Context: an optimization exercise on an open-source flow, tuned for a short achievable clock period and few clock cycles. The choices shown serve that exercise and are no tape-out recipe.
Only simulation tests tie the RTL to the original design; equivalence was not proved.
Power is estimated from default activity; no workload was simulated.

the baseline:
## mini_alu_core
module mini_alu_core #(
    parameter int DATA_W  = 16,
    parameter int ADDR_W  = 8,
    parameter int DEPTH   = 254,
    parameter int IP_W    = 16,
    parameter int LED_W   = 8,
    localparam int INSTR_W = 4 + 3 * ADDR_W
) (
    input  logic               Clock,
    input  logic               Reset,
    input  logic               iRun,
    output logic [IP_W-1:0]    oIP,
    input  logic [INSTR_W-1:0] iInstruction,
    output logic [LED_W-1:0]   oLed,
    output logic               oBusy
);
    localparam logic [3:0] OP_ADD  = 4'd1;
    localparam logic [3:0] OP_SUB  = 4'd2;
    localparam logic [3:0] OP_SMUL = 4'd3;
    localparam logic [3:0] OP_STO  = 4'd4;
    localparam logic [3:0] OP_BLE  = 4'd5;
    localparam logic [3:0] OP_JMP  = 4'd6;
    localparam logic [3:0] OP_LED  = 4'd7;
    localparam logic [ADDR_W-1:0] ADDR_RL = {{(ADDR_W-1){1'b1}}, 1'b0};
    localparam logic [ADDR_W-1:0] ADDR_RH = {ADDR_W{1'b1}};
    localparam int MUL_BITS = 87;
    function automatic logic readsS1(input logic [3:0] op);
        readsS1 = (op == OP_ADD) || (op == OP_SUB) || (op == OP_SMUL) || (op == OP_BLE) || (op == OP_LED);
    endfunction
    function automatic logic readsS0(input logic [3:0] op);
        readsS0 = (op == OP_ADD) || (op == OP_SUB) || (op == OP_SMUL) || (op == OP_BLE);
    endfunction
    logic [IP_W-1:0]       pc_q;
    logic                  irV_q;
    logic [INSTR_W-1:0]    ir_q;
    logic [IP_W-1:0]       irPcp1_q;
    logic                  irPred_q;
    logic                  kill_q;       
  ...
Size: about 11000 cells after synthesis, ~56 I/O pins, ~210000 sq um of cells after synthesis.
clock: 10.0 ns
lec_check: 0
cap_margin: 30
core_margin: 2
core_utilization: 55
cts_cluster_diameter: 60
cts_cluster_size: 20
slew_margin: 40
tns_end_percent: 100
standard.sh (not shown) runs the stock make flow with config.mk's settings and CLKGATE_MAP_FILE= SYNTH_SCRIPT=/design/flow/synth_recipe.tcl, a recipe that flattens the netlist after the stock synthesis.
==> flow/flow/run.sh <==
#!/bin/bash
set -euo pipefail
bash standard.sh SETUP_SLACK_MARGIN=6.5 finish > standard_flow.log 2>&1
The baseline completed every stage of the flow, and the final layout passed the timing, DRC and antenna checks.
Testbench counts of the baseline, summed over its fixed seeds: cycles 27,199.
Input-level comparison between the candidate and the baseline:
--- a/flow/design.v
+++ b/flow/design.v
@@ -267,21 +267,17 @@
     assign rdA = ({DATA_W{useTreeA}} & treeA) | altA;
     assign rdB = ({DATA_W{useTreeB}} & treeB) | altB;
     logic [DATA_W-1:0]     ma, mb, eRes;
     logic                  eLe, eMiss;
     logic [MUL_BITS-1:0]   mul_d;
     assign ma    = eFwdA_q ? wRes_q : eOpA_q;
     assign mb    = eFwdB_q ? wRes_q : eOpB_q;
     assign eRes  = eSub_q ? (ma - mb) : (ma + mb);
-    logic                  leRR, leWR, leRW;
-    assign leRR  = $signed(eOpA_q) <= $signed(eOpB_q);
-    assign leWR  = $signed(wRes_q) <= $signed(eOpB_q);
-    assign leRW  = $signed(eOpA_q) <= $signed(wRes_q);
-    assign eLe   = eFwdA_q ? (eFwdB_q || leWR) : (eFwdB_q ? leRW : leRR);
+    assign eLe   = $signed(ma) <= $signed(mb);
     assign eMiss = eBle_q && !kill_q && (eLe != ePred_q);
     logic [2*DATA_W-1:0]   mul_prod;
     wire bo0 = eOpB_q[0] ^ 1'b0;
     wire bt0 = (eOpB_q[1] & ~eOpB_q[0] & ~1'b0) | (~eOpB_q[1] & eOpB_q[0] & 1'b0);
     wire bn0 = eOpB_q[1];
     wire pp0_0 = ((bo0 & eOpA_q[0]) | (bt0 & 1'b0)) ^ bn0;
     wire pp0_1 = ((bo0 & eOpA_q[1]) | (bt0 & eOpA_q[0])) ^ bn0;
     wire pp0_2 = ((bo0 & eOpA_q[2]) | (bt0 & eOpA_q[1])) ^ bn0;
## What came out
The candidate vs the baseline, instance count: the candidate lower
The lower minimum hold slack of the candidate and the baseline is in the candidate.
There was hardly any difference in standard cell area after detailed placement between the candidate and the baseline.
In the reports for the candidate and the baseline, the larger ratio of cells with drive above 1 in the final layout belongs to the baseline.
Clock power essentially unchanged between the baseline and the candidate.
Compared with the baseline, the candidate shows mean number of vias per cell lower by 0.031.
Switching share of power, the candidate and the baseline: smaller value in the candidate
Between the candidate and the baseline, the difference in die height is negligible.
Between the candidate and the baseline, the critical path depth is lower for the candidate.
From the baseline to the candidate the numbers moved as follows: worst setup slack moved down; final-layout fill cell count up about 3%; non-clock buffer count now sits lower.
Testbench counts of the candidate, summed over its fixed seeds: cycles 27,199.

[what the ideal ports hide]
The flow's constraints put no driver on any port. The routed layouts listed below were extracted and timed again, unchanged, in two steps. Step 1 (the two cells are an assumption about what drives the block):
set clk [get_ports {Clock}]
set_driving_cell -lib_cell sky130_fd_sc_hd__clkbuf_16 $clk
set_driving_cell -lib_cell sky130_fd_sc_hd__buf_2 [delete_from_list [all_inputs] $clk]
Step 2 moves the port delays by t, midway between the first and last clock arrival at a register: inputs arrive t later, outputs are due t later. That takes back most of the time a late clock gives input paths. a / b / c = ideal / step 1 / step 2; a / b = the first two.
run	t (ns)	setup slack, ns	worst setup path at the end	worst slew at a driven data input, ns
the baseline	1.091	6.145 / 6.145 / 5.707	input to register	0.11
the candidate	1.105	6.096 / 6.096 / 5.576	input to register	0.28
After both steps every run listed still meets setup and hold. The setup slack of the candidate, which loses most, moves by 0.000 ns with the drivers and by -0.520 ns with both steps.
